This design comes from an exercise in tuning for small area and few clock cycles per item on the open sky130 flow, not from production work.
Function was checked by simulation only, so behaviour that the tests miss may differ from the original.

==> flow/design.v (outline; a module is shown in full before it is edited, if it fits) <==
// module lsag_scale_p: 970 lines
// module lsag_scale_o: 1073 lines
// module lsag_outmul: 1396 lines
// module lsag_fidx: 200 lines
// module lsag_pickcmp: 198 lines
// module lsag_add17: 206 lines
// module lsag_add14: 167 lines
// module lsag_add10: 119 lines
// module lsag_add13r: 74 lines
// module lsag_add14r: 79 lines
// module lsag_add10r: 59 lines
// module lsag_regs: 56 lines
// module lsag_geom: 193 lines
// module lsag_pipe: 115 lines
// module letterbox_scaler_address_generator: 58 lines
module letterbox_scaler_address_generator (
  input  logic        clk_i,
  input  logic        rst_ni,
  input  logic        psel,
  input  logic        penable,
  input  logic        pwrite,
  input  logic [4:0]  paddr,
  input  logic [31:0] pwdata,
  output logic [31:0] prdata,
  output logic        pready,
  input  logic        in_valid_i,
  output logic        in_ready_o,
  input  logic [8:0]  screen_x_i,
  input  logic [8:0]  screen_y_i,
  output logic        out_valid_o,
  input  logic        out_ready_i,
  output logic        coord_ok_o,
  output logic        shows_image_o,
  output logic [17:0] frame_index_o,
  output logic [11:0] source_x_o,
  output logic [11:0] source_y_o,
  output logic [25:0] source_byte_address_o
);
  // ...
==> flow/run.sh <==
#!/bin/bash
# synth_recipe.tcl (not shown) runs the flow's synth.tcl, then flattens the netlist and writes it again
# the make line also repeats each setting of config.mk as NAME=value (left out here)
make -C /OpenROAD-flow-scripts/flow DESIGN_CONFIG=/design/flow/config.mk WORK_HOME=/design/flow/orfs CLKGATE_MAP_FILE= SYNTH_SCRIPT=/design/flow/synth_recipe.tcl finish
==> flow/config.mk <==
export PLATFORM = sky130hd
export DESIGN_NAME = letterbox_scaler_address_generator
export DESIGN_NICKNAME = letterbox_scaler_address_generator
export VERILOG_FILES = /design/flow/design.v
export SDC_FILE = /design/flow/constraint.sdc
export NUM_CORES = 4
export LEC_CHECK = 0
export CAP_MARGIN = 20
export CORE_MARGIN = 2
export CORE_UTILIZATION = 40
export SLEW_MARGIN = 20
==> flow/constraint.sdc <==
create_clock -name core_clock -period 7.0 [get_ports {clk_i}]
set_input_delay 1.4000 -clock core_clock [delete_from_list [all_inputs] [get_ports {clk_i}]]
set_output_delay 1.4000 -clock core_clock [all_outputs]
set_load 0.01 [all_outputs]
==> run summary, run 1 <==
H-tree levels 1; post-synthesis sequential area ratio 20.2%; num ports between 150 and 200; first-pass GRT wire length roughly 130 mm; GRT met1 Usage 30.7%; Compound-Gate Fraction of Synth Area under 10%; via count 22600; uppermost layer routed met4; PnR worst setup slack -0.805 ns; Non-Clock Inverter Count 554; Post-Synth XOR/XNOR Area around 2.2%; outcome finished with violations; Die Ht 279 µm; routed length on met1 about 38 mm; CTS Hold Buffers Added 0; layout check failures setup timing; adder-cell share of the synthesized area a little under two fifths; hold path cells 0; Post-synth top cells inv_1 (552), fa_1 (447), and2_1 (342); final number of setup-violating endpoints 15; share of the synthesized area in the top cell type between 20% and 30%; diode count 1; Yosys top cell by area fa_1; Crit. Startpoint u_pipe.sy_q[2]
Testbench counts, summed over its fixed seeds: cycles 13,888, items 12,800.
==> module lsag_geom, before the edit <==
module lsag_geom (
  input  logic        clk_i,
  input  logic        rst_ni,
  input  logic [12:0] width_i,
  input  logic [12:0] height_i,
  input  logic [2:0]  bpp_i,
  input  logic        fill_i,
  input  logic        portrait_i,
  input  logic        start_i,
  output logic        busy_o,
  output logic        pick_x_o,    
  output logic [13:0] m_o,
  output logic [16:0] scale_o,
  output logic [14:0] wb_o,        
  output logic [8:0]  lo_o,        
  output logic [8:0]  dr_o,        
  output logic [23:0] g_o
);
  localparam logic [2:0] ST_IDLE = 3'd0;
  localparam logic [2:0] ST_PICK = 3'd1;
  localparam logic [2:0] ST_LOAD = 3'd2;
  localparam logic [2:0] ST_DIV  = 3'd3;
  localparam logic [2:0] ST_POST = 3'd4;
  localparam logic [2:0] ST_MUL  = 3'd5;
  localparam logic [2:0] ST_DIG  = 3'd6;
  logic [2:0]  state_q;
  logic [4:0]  cnt_q;
  logic        pick_q;
  logic [13:0] m_q;
  logic [16:0] s_q;
  logic [14:0] wb_q;
  logic [13:0] r_q;      
  logic [20:0] q_q;      
  logic [3:0]  dr_q;     
  logic        brw_q;    
  logic        neg, pick_c, eq;
  lsag_pickcmp u_pick (
    .a  (portrait_i ? width_i : height_i),
    .b  (portrait_i ? height_i : width_i),
    .ci (portrait_i),
    .neg(neg)
  );
  assign pick_c = neg ^ portrait_i ^ fill_i;
  assign eq = pick_q == portrait_i;
  logic [12:0] den, len, x3in;
  logic [13:0] x3;
  assign den  = pick_q ? width_i : height_i;
  assign len  = pick_q ? height_i : width_i;
  assign x3in = (state_q == ST_PICK) ? width_i : den;
  lsag_add14 u_x3 (.a({x3in, 1'b0}), .b({1'b0, x3in}), .ci(1'b0), .s(x3), .co());
  logic [16:0] lc;
  lsag_add17 u_lc (
    .a  (eq ? {1'b0, len, 3'b0} : {len, 4'b0}),
    .b  (eq ? {3'b0, len, 1'b0} : ~{4'b0, len}),
    .ci (!eq),
    .s  (lc),
    .co ()
  );
  logic [20:0] dvd;
  assign dvd = {lc[15:0], 5'b0};
  logic [12:0] trial, tdiff;
  logic        ge;
  assign trial = {r_q[11:0], fill_i ? q_q[20] : q_q[8]};
  lsag_add13r u_div (.a(trial), .b(~den), .ci(1'b1), .s(tdiff), .co(ge));
  logic [9:0] dmd;
  logic [8:0] dsz;
  assign dsz = eq ? 9'd480 : 9'd320;
  lsag_add10r u_post (.a({1'b0, dsz}), .b(~{1'b0, q_q[8:0]}), .ci(1'b1), .s(dmd), .co());
  logic dbit, dsub, mbit;
  logic [13:0] madd;
  logic [14:0] msum;
  always_comb begin
    case (cnt_q)
      5'd5, 5'd7: dbit = eq;
      5'd6, 5'd8: dbit = 1'b1;
      default:    dbit = 1'b0;
    endcase
  end
  assign dsub = q_q[0] ^ dbit ^ brw_q;
  assign mbit = dsub && cnt_q != 5'd0;
  assign madd = mbit ? m_q : 14'd0;
  lsag_add14r u_mul (.a(r_q), .b(madd), .ci(1'b0), .s(msum[13:0]), .co(msum[14]));
  logic [3:0] dig, dq, dr;
  logic [4:0] dsum;
  logic       dc;
  always_comb begin
    if (state_q == ST_DIG) begin
      dig = (cnt_q == 5'd6) ? 4'b1110 : {r_q[0], q_q[20:18]};
    end else begin
      case (cnt_q[2:0])
        3'd0:    dig = {3'b0, m_q[13]};
        3'd1:    dig = m_q[12:9];
        3'd2:    dig = m_q[8:5];
        3'd3:    dig = m_q[4:1];
        3'd4:    dig = {m_q[0], 3'b0};
        default: dig = 4'b1110;
      endcase
    end
    dsum = {1'b0, dr_q} + {1'b0, dig};
    dc   = dsum >= 5'd15;
    dr   = dc ? dsum[3:0] + 4'd1 : dsum[3:0];
    dq   = dr_q + {3'b0, dc};
  end
  always_ff @(posedge clk_i or negedge rst_ni) begin
    if (!rst_ni) begin
      state_q <= ST_PICK;
      cnt_q   <= '0;
    end else if (start_i) begin
      state_q <= ST_PICK;
      cnt_q   <= '0;
    end else begin
      case (state_q)
        ST_PICK: state_q <= ST_LOAD;
        ST_LOAD: begin
          state_q <= ST_DIV;
          cnt_q   <= '0;
        end
        ST_DIV: begin
          cnt_q <= cnt_q + 5'd1;
          if (cnt_q == (fill_i ? 5'd20 : 5'd8)) state_q <= ST_POST;
        end
        ST_POST: begin
          cnt_q   <= '0;
          state_q <= fill_i ? ST_MUL : ST_IDLE;
        end
        ST_MUL: begin
          cnt_q <= cnt_q + 5'd1;
          if (cnt_q == 5'd20) begin
            cnt_q   <= '0;
            state_q <= ST_DIG;
          end
        end
        ST_DIG: begin
          cnt_q <= cnt_q + 5'd1;
          if (cnt_q == 5'd6) state_q <= ST_IDLE;
        end
        default: state_q <= ST_IDLE;
      endcase
    end
  end
  always_ff @(posedge clk_i) begin
    case (state_q)
      ST_PICK: begin
        pick_q <= pick_c;
        case (bpp_i)
          3'd1:    wb_q <= {2'b0, width_i};
          3'd2:    wb_q <= {1'b0, width_i, 1'b0};
          3'd3:    wb_q <= {1'b0, x3};
          default: wb_q <= {width_i, 2'b0};
        endcase
      end
      ST_LOAD: begin
        m_q   <= eq ? x3 : {den, 1'b0};
        r_q   <= fill_i ? 14'd0 : {2'b0, dvd[20:9]};
        q_q   <= fill_i ? dvd : {12'b0, dvd[8:0]};
        dr_q  <= '0;
      end
      ST_DIV: begin
        r_q <= {2'b0, ge ? tdiff[11:0] : trial[11:0]};
        q_q <= {q_q[19:0], ge};
        if (cnt_q < 5'd6) begin
          dr_q <= dr;
          s_q  <= {s_q[12:0], dq};
        end
      end
      ST_POST: begin
        if (!fill_i) q_q <= {3'b0, dmd[9:1], q_q[8:0]};
        r_q   <= '0;
        dr_q  <= '0;
        brw_q <= 1'b0;
      end
      ST_MUL: begin
        brw_q <= (!q_q[0] && (dbit || brw_q)) || (dbit && brw_q);
        r_q   <= msum[14:1];
        q_q   <= {msum[0], q_q[20:1]};
      end
      ST_DIG: begin
        dr_q     <= dr;
        r_q[2:0] <= q_q[19:17];
        q_q      <= {q_q[16:0], dq};
      end
      default: ;
    endcase
  end
  assign busy_o   = state_q != ST_IDLE;
  assign pick_x_o = pick_q;
  assign m_o      = m_q;
  assign scale_o  = s_q;
  assign wb_o     = wb_q;
  assign lo_o     = fill_i ? 9'd0 : q_q[17:9];
  assign dr_o     = fill_i ? 9'h1ff : q_q[8:0];
  assign g_o      = fill_i ? {r_q[2:0], q_q} : 24'd0;
endmodule
==> module lsag_pipe, before the edit <==
module lsag_pipe (
  input  logic        clk_i,
  input  logic        rst_ni,
  input  logic [2:0]  bpp_i,
  input  logic        portrait_i,
  input  logic        busy_i,
  input  logic        pick_x_i,
  input  logic [13:0] m_i,
  input  logic [16:0] scale_i,
  input  logic [14:0] wb_i,
  input  logic [8:0]  lo_i,
  input  logic [8:0]  dr_i,
  input  logic [23:0] g_i,
  input  logic        in_valid_i,
  output logic        in_ready_o,
  input  logic [8:0]  screen_x_i,
  input  logic [8:0]  screen_y_i,
  output logic        out_valid_o,
  input  logic        out_ready_i,
  output logic        coord_ok_o,
  output logic        shows_image_o,
  output logic [17:0] frame_index_o,
  output logic [11:0] source_x_o,
  output logic [11:0] source_y_o,
  output logic [25:0] source_byte_address_o
);
  function automatic logic [8:0] divmod15(input logic [8:0] c);
    logic [4:0] s;
    logic [1:0] f;
    logic [3:0] v;
    logic [4:0] u;
    s = {4'b0, c[8]} + {1'b0, c[7:4]} + {1'b0, c[3:0]};
    f = (s >= 5'd30) ? 2'd2 : (s >= 5'd15) ? 2'd1 : 2'd0;
    v = s[3:0] + {2'b0, f};
    u = {c[8], 4'b0} + {4'b0, c[8]} + {1'b0, c[7:4]} + {3'b0, f};
    divmod15 = {u, v};
  endfunction
  logic v0_q, v1_q, adv0, adv1, take;
  assign adv1       = !v1_q || out_ready_i;
  assign adv0       = !v0_q || adv1;
  assign in_ready_o = !busy_i && adv0;
  assign take       = in_valid_i && in_ready_o;
  always_ff @(posedge clk_i or negedge rst_ni) begin
    if (!rst_ni) begin
      v0_q <= 1'b0;
      v1_q <= 1'b0;
    end else begin
      if (adv0) v0_q <= take;
      if (adv1) v1_q <= v0_q;
    end
  end
  logic        ok_d, shows_d, ge_lo, lt_dr;
  logic [8:0]  row, col, cp, co;
  logic [17:0] fidx;
  logic [9:0]  xo;
  logic [8:0]  uvp, uvo;
  always_comb begin
    if (portrait_i) begin
      ok_d = screen_x_i < 9'd320 && screen_y_i < 9'd480;
      row  = screen_y_i;
      col  = screen_x_i;
    end else begin
      ok_d = screen_x_i < 9'd480 && screen_y_i < 9'd320;
      row  = {~screen_x_i[8:5] - 4'd1, ~screen_x_i[4:0]};    
      col  = screen_y_i;
    end
    cp = pick_x_i ? screen_x_i : screen_y_i;
    co = pick_x_i ? screen_y_i : screen_x_i;
  end
  lsag_fidx u_fidx (.row(row), .col(col), .f(fidx));
  lsag_add10 u_lo (.a({1'b0, co}), .b(~{1'b0, lo_i}), .ci(1'b1), .s(xo), .co(ge_lo));
  assign lt_dr   = xo[8:0] < dr_i;
  assign shows_d = ok_d && ge_lo && lt_dr;
  assign uvp     = divmod15(cp);
  assign uvo     = divmod15(xo[8:0]);
  logic        ok0_q, shows0_q;
  logic [17:0] fidx0_q;
  logic [8:0]  uvp_q, uvo_q;
  always_ff @(posedge clk_i) begin
    if (adv0) begin
      ok0_q    <= ok_d;
      shows0_q <= shows_d;
      fidx0_q  <= ok_d ? fidx : 18'd0;
      uvp_q    <= uvp;
      uvo_q    <= uvo;
    end
  end
  logic [11:0] vp, vo, sx_d, sy_d;
  lsag_scale_p u_sp (.u(uvp_q[8:4]), .v(uvp_q[3:0]), .m(m_i), .sc(scale_i), .q(vp));
  lsag_scale_o u_so (.u(uvo_q[8:4]), .v(uvo_q[3:0]), .m(m_i), .sc(scale_i), .gg(g_i), .q(vo));
  assign sx_d = shows0_q ? (pick_x_i ? vp : vo) : 12'd0;
  assign sy_d = shows0_q ? (pick_x_i ? vo : vp) : 12'd0;
  logic        ok1_q, shows1_q;
  logic [17:0] fidx1_q;
  logic [11:0] sx_q, sy_q;
  always_ff @(posedge clk_i) begin
    if (adv1) begin
      ok1_q    <= ok0_q;
      shows1_q <= shows0_q;
      fidx1_q  <= fidx0_q;
      sx_q     <= sx_d;
      sy_q     <= sy_d;
    end
  end
  logic [13:0] ra, rb;
  assign ra = ({14{bpp_i[0]}} & {2'b0, sx_q}) | ({14{bpp_i[2]}} & {sx_q, 2'b0});
  assign rb = {14{bpp_i[1]}} & {1'b0, sx_q, 1'b0};
  lsag_outmul u_om (.sy(sy_q), .wb(wb_i), .ra(ra), .rb(rb), .p(source_byte_address_o));
  assign out_valid_o   = v1_q;
  assign coord_ok_o    = ok1_q;
  assign shows_image_o = shows1_q;
  assign frame_index_o = fidx1_q;
  assign source_x_o    = sx_q;
  assign source_y_o    = sy_q;
endmodule
==> inputs of run 2 (changes only) <==
--- a/flow/design.v
+++ b/flow/design.v
@@ -4671,7 +4671,6 @@
   assign dsz = eq ? 9'd480 : 9'd320;
   lsag_add10r u_post (.a({1'b0, dsz}), .b(~{1'b0, q_q[8:0]}), .ci(1'b1), .s(dmd), .co());
   logic dbit, dsub, mbit;
-  logic [13:0] madd;
   logic [14:0] msum;
   always_comb begin
     case (cnt_q)
@@ -4682,8 +4681,7 @@
   end
   assign dsub = q_q[0] ^ dbit ^ brw_q;
   assign mbit = dsub && cnt_q != 5'd0;
-  assign madd = mbit ? m_q : 14'd0;
-  lsag_add14r u_mul (.a(r_q), .b(madd), .ci(1'b0), .s(msum[13:0]), .co(msum[14]));
+  lsag_add14r u_mul (.a(r_q), .b(m_q), .ci(1'b0), .s(msum[13:0]), .co(msum[14]));
   logic [3:0] dig, dq, dr;
   logic [4:0] dsum;
   logic       dc;
@@ -4775,8 +4773,8 @@
       end
       ST_MUL: begin
         brw_q <= (!q_q[0] && (dbit || brw_q)) || (dbit && brw_q);
-        r_q   <= msum[14:1];
-        q_q   <= {msum[0], q_q[20:1]};
+        r_q   <= mbit ? msum[14:1] : {1'b0, r_q[13:1]};
+        q_q   <= {mbit ? msum[0] : r_q[0], q_q[20:1]};
       end
       ST_DIG: begin
         dr_q     <= dr;
@@ -4832,8 +4830,9 @@
     u = {c[8], 4'b0} + {4'b0, c[8]} + {1'b0, c[7:4]} + {3'b0, f};
     divmod15 = {u, v};
   endfunction
-  logic v0_q, v1_q, adv0, adv1, take;
-  assign adv1       = !v1_q || out_ready_i;
+  logic v0_q, v1_q, v2_q, adv0, adv1, adv2, take;
+  assign adv2       = !v2_q || out_ready_i;
+  assign adv1       = !v1_q || adv2;
   assign adv0       = !v0_q || adv1;
   assign in_ready_o = !busy_i && adv0;
   assign take       = in_valid_i && in_ready_o;
@@ -4841,9 +4840,11 @@
     if (!rst_ni) begin
       v0_q <= 1'b0;
       v1_q <= 1'b0;
+      v2_q <= 1'b0;
     end else begin
       if (adv0) v0_q <= take;
       if (adv1) v1_q <= v0_q;
+      if (adv2) v2_q <= v1_q;
     end
   end
   logic        ok_d, shows_d, ge_lo, lt_dr;
@@ -4902,13 +4903,29 @@
   logic [13:0] ra, rb;
   assign ra = ({14{bpp_i[0]}} & {2'b0, sx_q}) | ({14{bpp_i[2]}} & {sx_q, 2'b0});
   assign rb = {14{bpp_i[1]}} & {1'b0, sx_q, 1'b0};
-  lsag_outmul u_om (.sy(sy_q), .wb(wb_i), .ra(ra), .rb(rb), .p(source_byte_address_o));
-  assign out_valid_o   = v1_q;
-  assign coord_ok_o    = ok1_q;
-  assign shows_image_o = shows1_q;
-  assign frame_index_o = fidx1_q;
-  assign source_x_o    = sx_q;
-  assign source_y_o    = sy_q;
+  logic [25:0] addr;
+  lsag_outmul u_om (.sy(sy_q), .wb(wb_i), .ra(ra), .rb(rb), .p(addr));
+  logic        ok2_q, shows2_q;
+  logic [17:0] fidx2_q;
+  logic [11:0] sx2_q, sy2_q;
+  logic [25:0] addr_q;
+  always_ff @(posedge clk_i) begin
+    if (adv2) begin
+      ok2_q    <= ok1_q;
+      shows2_q <= shows1_q;
+      fidx2_q  <= fidx1_q;
+      sx2_q    <= sx_q;
+      sy2_q    <= sy_q;
+      addr_q   <= addr;
+    end
+  end
+  assign out_valid_o           = v2_q;
+  assign coord_ok_o            = ok2_q;
+  assign shows_image_o         = shows2_q;
+  assign frame_index_o         = fidx2_q;
+  assign source_x_o            = sx2_q;
+  assign source_y_o            = sy2_q;
+  assign source_byte_address_o = addr_q;
 endmodule
 module letterbox_scaler_address_generator (
   input  logic        clk_i,
==> run summary, run 2 <==
leading cell type by number of instances after synthesis inv_1 (unchanged); drt initial violations 1657 (was 1658); Final Hold Violating Endpoints 0 (unchanged); max frequency 149 MHz (was 128 MHz); Layout area overhead 12.3% (was 15.6%); per-cell routed wire length 19.3 µm (was 18.7 µm); Clk pin slew, worst setup/hold paths 0.06 ns (about the same); CTS tree done (unchanged); Non-Filler Instances 4567 (was 4430); relative slew slack 29.5% (was 31.1%); Slew @ Worst Pin 1.05 ns (was 1.02 ns); first-pass GRT wire length 140 mm (was 132 mm); Async SR Flop Fraction 14.9% (was 19.5%); root buffer cell clkbuf_16 (unchanged); antenna violations before repair 8 (was 3); Overflow after GRT 0 (unchanged); Mapped Area 32500 µm² (was 30300 µm²); share of the synthesized area in the top cell type 27.6% (was 29.6%); Yosys cell types 75 (was 71); dpl cells 4496 (was 4361); unrepaired setup endpoints after global routing no (was yes); routability cong. 0.903 (was 0.875); DP HPWL 70.3 mm (was 66.0 mm); die area 83500 µm² (was 77900 µm²); most common cell after layout, fill and taps aside inv_1 (unchanged); H-tree levels 2 (was 1); row count 104 (was 100); crit path max fanout 8 (was 4); WHS 0.411 ns (was 0.416 ns); Largest regs u_pipe.addr_q: 26 flops, u_geom.q_q: 21 flops (was u_geom.q_q: 21 flops, u_pipe.fidx0_q: 18 flops, u_pipe.fidx1_q: 18 flops); Area contributors post-synth fa_1 (28%), edfxtp_1 (22%), ha_1 (7.9%) (was fa_1 (30%), edfxtp_1 (17%), ha_1 (8.5%)); most flop-heavy register u_pipe.addr_q (was u_geom.q_q); final worst path period share 96.0% (was 111%); Num CTS Buffers 35 (was 26); die width 289 µm (was 279 µm); Largest register FFs 26 (was 21); Main synth FF type edfxtp_1 (unchanged); DRC Markers 0 (unchanged); setup TNS 0 ns (was -4.82 ns); crit path launch type flop (unchanged); CTS max path bufs 3 (unchanged); CP endpoint kind flop (was output port); Clock Latency Late Sink 0.55 ns (was 0.59 ns); most frequent cells in the layout inv_1 (567), fa_1 (436), and2_1 (333) (was inv_1 (531), fa_1 (397), and2_1 (340)); yosys warns 3 (unchanged); Syn Area/Cell 9.66 µm² (was 9.34 µm²); Via density 5.15 (was 5.11); Gate Count Post-Synth 3363 (was 3239); Die Ht 289 µm (was 279 µm); final WL 88.1 mm (was 82.7 mm); Period minus WS final 6.72 ns (was 7.80 ns); Yosys top cell by area fa_1 (unchanged); Hold Crit Class flop to flop (unchanged); clk sinks 281 (was 210); outcome complete, no violations (was finished with violations); Worst EP arrival 7.10 ns (was 6.40 ns); Setup CP Type flop to flop (was flop to output port); vias in the first global route 24400 (was 23600); Initial Util 40.4% (was 40.5%); largest net degree at the start of global routing 85 (was 91); layout cells sized above 1 7.25% (was 13.4%); post-synthesis sequential area ratio 25.4% (was 20.2%); DR pass1 iterations 7 (was 6); ANT nets after route 0 (unchanged); Max Slew Vio Count 0 (unchanged); # nets final 4191 (was 4156); max cap viols 0 (unchanged); GR Util All Layers 21.7% (was 21.6%); Worst Skew 0.0120 ns (was 0.0421 ns); number of flops mapped to enable cells by yosys 239 (was 169); Layout fillers 7700 (was 7144); Post-synth top cells inv_1 (568), fa_1 (447), and2_1 (333) (was inv_1 (552), fa_1 (447), and2_1 (342)); worst endpoint required time 7.38 ns (was 5.60 ns); Seq cells post-synth 281 (was 210); final number of setup-violating endpoints 0 (was 15); via count 23500 (was 22600); Buffers on Ports 125 (unchanged); num ports 167 (unchanged); Core Area 80400 µm² (was 74700 µm²)
-- run 2: what timing repair did --
action	4_1_cts	5_1_grt
gates cloned	1	0
resized for setup	9	14
pin swaps	3	3
buffers inserted	1	1
hold endpoints to repair	0	0
endpoints found under the setup margin	13	13
hold buffers	0	0
-- run 2: final timing paths --
check                                  start           endpoint  slack [ns]  cells after the start
max                        u_regs.width_q[8]      u_geom.r_q[0]        0.28                     25
min                        u_pipe.fidx1_q[7]  u_pipe.fidx2_q[7]        0.41                      0
max reg2reg                u_regs.width_q[8]      u_geom.r_q[0]        0.28                     25
min reg2reg                u_pipe.fidx1_q[7]  u_pipe.fidx2_q[7]        0.41                      0
max in group asynchronous             rst_ni  u_regs.portrait_q        5.58                      2
min in group asynchronous             rst_ni    u_geom.cnt_q[2]        0.94                      2
-- run 2: cell type report --
cell class / instances / area, µm² / area share (%)
Multi-Input combinational cell: 2361 / 21600 / 59.1
Clock inverter: 15 / 154 / 0.422
Clock buffer: 48 / 997 / 2.73
Tap cell: 1060 / 1330 / 3.63
Timing Repair Buffer: 226 / 2050 / 5.62
Antenna cell: 5 / 12.5 / 0.0343
Sequential cell: 281 / 8240 / 22.6
Inverter: 571 / 2140 / 5.87
-- run 2: per-stage QoR --
step | cell area, µm² | util, % | worst slack, ns
2_1_floorplan | 32600 | - | 0.0134
3_3_place_gp | 35200 | 43.8 | -0.309
3_5_place_dp | 35200 | 43.8 | -0.414
4_1_cts | 36400 | 45.3 | 0.0285
5_1_grt | 36500 | 45.4 | 0.0365
6_report | 36500 | 45.4 | 0.281
-- run 2: kinds of logic after synthesis --
kind of cell | after synthesis | synth area share (%)
and+or+nand+nor | 1035 | 15.7
buffers and inverters | 739 | 8.80
adders and majority gates | 653 | 35.5
AOI/OAI and AO/OA | 469 | 8.98
DFF | 281 | 25.4
muxes | 109 | 3.67
xor gates and xnor gates | 75 | 2.02
other | 2 | 0.0231
-- run 2: per-layer routing --
metal  up-vias  share of wire, %  GRT usage (%)
met5         -                 0              0
met2       633                49           37.4
met1     11800                42           28.1
met3       142               5.0           2.87
li1      11000                 -              -
met4         0               3.7           7.82
-- run 2: critical path, cell delays in order, from the launching register on --
cell       delay (ns)
dfstp_2          0.52
nor3_1           0.06
a31oi_2          0.35
nor2_2           0.08
a21oi_2          0.21
inv_1            0.07
ha_1             0.22
fa_2             0.37
fa_2             0.37
fa_2             0.37
fa_2             0.37
fa_2             0.37
fa_2             0.37
fa_2             0.37
fa_2             0.37
fa_2             0.37
fa_2             0.37
fa_2             0.40
nand2_1          0.08
nand2_1          0.08
o21ai_4          0.13
buf_12           0.17
buf_12           0.11
mux2i_1          0.17
nand2_1          0.06
o2111ai_1        0.12
Testbench counts of run 2, summed over its fixed seeds: cycles 13,920, items 12,800.
==> inputs of run 3 (changes only) <==
--- a/flow/config.mk
+++ b/flow/config.mk
@@ -7,5 +7,5 @@
 export LEC_CHECK = 0
 export CAP_MARGIN = 20
 export CORE_MARGIN = 2
-export CORE_UTILIZATION = 40
+export CORE_UTILIZATION = 60
 export SLEW_MARGIN = 20
==> run summary, run 3 <==
Buffers on Ports 125 (unchanged); # nets final 4206 (was 4191); dpl cells 4142 (was 4496); Seq. cell area 8240 µm² (unchanged); Mapped Area 32500 µm² (unchanged); Setup CP Type flop to flop (unchanged); Overflow after GRT 0 (unchanged); WHS 0.409 ns (was 0.411 ns); max cap viols 0 (unchanged); r2r endpoint u_geom.r_q[4] (was u_geom.r_q[0]); final worst path period share 96.8% (was 96.0%); final WL 89.5 mm (was 88.1 mm); Core Area 53700 µm² (was 80400 µm²); diode count 0 (was 5); Register-to-Register Path Depth 26 (was 25); Initial Util 60.5% (was 40.4%); layout cells sized above 1 7.67% (was 7.25%); reg2reg start u_regs.width_q[8] (unchanged); Worst EP arrival 7.06 ns (was 7.10 ns); Hold Path Origin u_pipe.fidx0_q[11] (was u_pipe.fidx1_q[7]); final number of setup-violating endpoints 0 (unchanged); Final Hold Violating Endpoints 0 (unchanged); yosys warns 3 (unchanged); Largest regs u_pipe.addr_q: 26 flops, u_geom.q_q: 21 flops (unchanged); CTS max path bufs 3 (unchanged); Layout fillers 4280 (was 7700); outcome complete, no violations (unchanged); Clk pin slew, worst setup/hold paths 0.06 ns (about the same); Placement Setup Slack -0.371 ns (was -0.414 ns); most common cell after layout, fill and taps aside inv_1 (unchanged); Hold Crit Class flop to flop (unchanged); dpl cell area 34800 µm² (was 35200 µm²); num ports 167 (unchanged); Slew @ Worst Pin 1.13 ns (was 1.05 ns); vias in the first global route 25100 (was 24400); CTS Hold Buffers Added 0 (unchanged); hold path cells 0 (unchanged); most frequent cells in the layout inv_1 (567), fa_1 (436), and2_1 (333) (unchanged); largest net degree at the start of global routing 84 (was 85); Area contributors post-synth fa_1 (28%), edfxtp_1 (22%), ha_1 (7.9%) (unchanged); DRC Markers 0 (unchanged); leading cell type by number of instances after synthesis inv_1 (unchanged); cell area after layout 36200 µm² (was 36500 µm²); row count 85 (was 104); Period minus WS final 6.77 ns (was 6.72 ns); crit path launch type flop (unchanged); antenna violations before repair 1 (was 8); Max Slew Vio Count 0 (unchanged); Via density 5.76 (was 5.15); Clock Latency Late Sink 0.58 ns (was 0.55 ns); Layout area overhead 11.5% (was 12.3%); Largest register FFs 26 (unchanged); H-tree levels 2 (unchanged); PnR worst setup slack 0.226 ns (was 0.281 ns); clk sinks 281 (unchanged); GR Util All Layers 32.6% (was 21.7%); DP HPWL 70.7 mm (was 70.3 mm); Num CTS Buffers 36 (was 35); Worst Skew 0.0235 ns (was 0.0120 ns); Yosys cell types 75 (unchanged); end of the worst hold path u_pipe.fidx1_q[11] (was u_pipe.fidx2_q[7]); Die Ht 237 µm (was 289 µm); die area 56000 µm² (was 83500 µm²); Seq cells post-synth 281 (unchanged); ANT nets after route 0 (unchanged); root buffer cell clkbuf_16 (unchanged); Syn Area/Cell 9.66 µm² (unchanged); CTS tree done (unchanged); post-synthesis sequential area ratio 25.4% (unchanged); Post-synth top cells inv_1 (568), fa_1 (447), and2_1 (333) (unchanged); R2R Setup Slk 0.23 ns (was 0.28 ns); per-cell routed wire length 21.2 µm (was 19.3 µm); max frequency 148 MHz (was 149 MHz); Main synth FF type edfxtp_1 (unchanged); relative slew slack 23.8% (was 29.5%); routability cong. 0.939 (was 0.903); CP endpoint kind flop (unchanged); area occupied by multi-input gates 21500 µm² (was 21600 µm²); crit path max fanout 4 (was 8); number of flops mapped to enable cells by yosys 239 (unchanged); most flop-heavy register u_pipe.addr_q (unchanged); drt initial violations 1947 (was 1657); Non-Filler Instances 4214 (was 4567); Yosys top cell by area fa_1 (unchanged); Async SR Flop Fraction 14.9% (unchanged); worst endpoint required time 7.28 ns (was 7.38 ns); Gate Count Post-Synth 3363 (unchanged); die width 237 µm (was 289 µm); via count 24300 (was 23500); DR pass1 iterations 5 (was 7); share of the synthesized area in the top cell type 27.6% (unchanged); first-pass GRT wire length 140 mm (about the same)
run 3: cell counts after synthesis:
Identical to the previous run, type by type.
run 3: how the worst max path moves through the flow:
stage	start	end	slack (ns)	depth (start not counted)
global route	u_regs.width_q[8]	u_geom.r_q[4]	-0.05	26
detailed placement	u_regs.height_q[6]	u_geom.r_q[9]	-0.37	26
floorplan	u_regs.width_q[8]	u_geom.r_q[9]	0.01	24
CTS	u_regs.width_q[8]	u_geom.r_q[1]	0.03	26
global placement	u_regs.height_q[7]	u_geom.r_q[9]	-0.19	26
finish	u_regs.width_q[8]	u_geom.r_q[4]	0.23	26
run 3: cell families after synthesis:
| family | Yosys count | share of synthesized area (%) |
|---|---|---|
| AND/OR/NAND/NOR | 1035 | 15.7 |
| buffers and inverters | 739 | 8.80 |
| adder cells (fa/ha/maj) | 653 | 35.5 |
| AO/OA/AOI/OAI | 469 | 8.98 |
| flip-flops | 281 | 25.4 |
| multiplexers | 109 | 3.67 |
| XOR/XNOR | 75 | 2.02 |
| other | 2 | 0.0231 |
run 3: routing by layer:
layer  up-vias  part of all wire [%]  wire length [µm]  track usage (%)
met5         -                 0.025                22                0
li1      11000                     -                 -                -
met4         2                   4.4              3940             13.7
met2       963                    48             42700             53.5
met3       211                   7.0              6280             5.16
met1     12100                    41             36500             43.3
run 3: stage by stage:
stage | setup TNS, ns | utilization, %
after global placement | -1.66 | 64.8
after CTS | 0 | 67.3
after global routing | -0.108 | 67.4
after detailed placement | -3.70 | 64.8
after floorplan | 0 | -
final | 0 | 67.4
run 3: area by class of cell:
| class | count | share of cell area (%) |
|---|---|---|
| clock buffers | 47 | 2.75 |
| clock inverters | 18 | 0.719 |
| inverters | 571 | 5.92 |
| multi-input cells | 2361 | 59.4 |
| flip-flops and latches | 281 | 22.8 |
| well taps | 696 | 2.40 |
| repair buffers | 240 | 6.00 |
run 3: what timing repair did:
action | 4_1_cts | 5_1_grt
setup endpoints to repair | 13 | 13
pin swaps | 4 | 9
buffers inserted | 4 | 1
gates cloned | 1 | 1
gates resized for setup | 10 | 8
run 3: worst max-delay path, cell delays in order (launching register included):
cell and delay (ns):
dfstp_2 0.53, nor3_1 0.07, a31oi_1 0.24, nor2_1 0.11
a21oi_2 0.14, buf_4 0.15, inv_1 0.04, ha_1 0.21
fa_2 0.38, fa_2 0.41, fa_2 0.38, fa_2 0.38
fa_2 0.35, fa_2 0.37, fa_2 0.35, fa_2 0.36
fa_2 0.38, fa_2 0.37, fa_2 0.39, nand2_1 0.07
nand2_1 0.08, o21ai_4 0.14, clkbuf_16 0.20, buf_4 0.11
nand2_1 0.05, o21ai_0 0.09, a21oi_1 0.10

==> port drivers added, routing unchanged <==
No port has a modelled driver above. Below, the same layouts with a new extraction and two added sets of constraints. Step 1: set_driving_cell puts a clkbuf_16 on clk_i and a buf_2 on each other input, an assumption about the parent block. Step 2 also shifts input and output timing later by t, the mid clock arrival at the registers, as if the neighbouring blocks saw the same clock. Slacks: ideal / step 1 / step 2; pairs: ideal / step 1.
run	shift t [ns]	setup WS [ns]	hold WS [ns]	worst setup path at the end	slew at the worst register clock pin (ns)
run 1	0.632	-0.805 / -0.863 / -0.231	0.416 / 0.416 / 0.416	register to output	0.07 / 0.07
run 2	0.610	0.281 / 0.281 / 0.219	0.411 / 0.411 / 0.411	input to register	0.06 / 0.06
run 3	0.635	0.226 / 0.226 / 0.226	0.409 / 0.409 / 0.409	register to register	0.06 / 0.06
For run 2, which loses most, drivers alone change the setup slack by 0.000 ns; drivers and shift together by -0.062 ns.
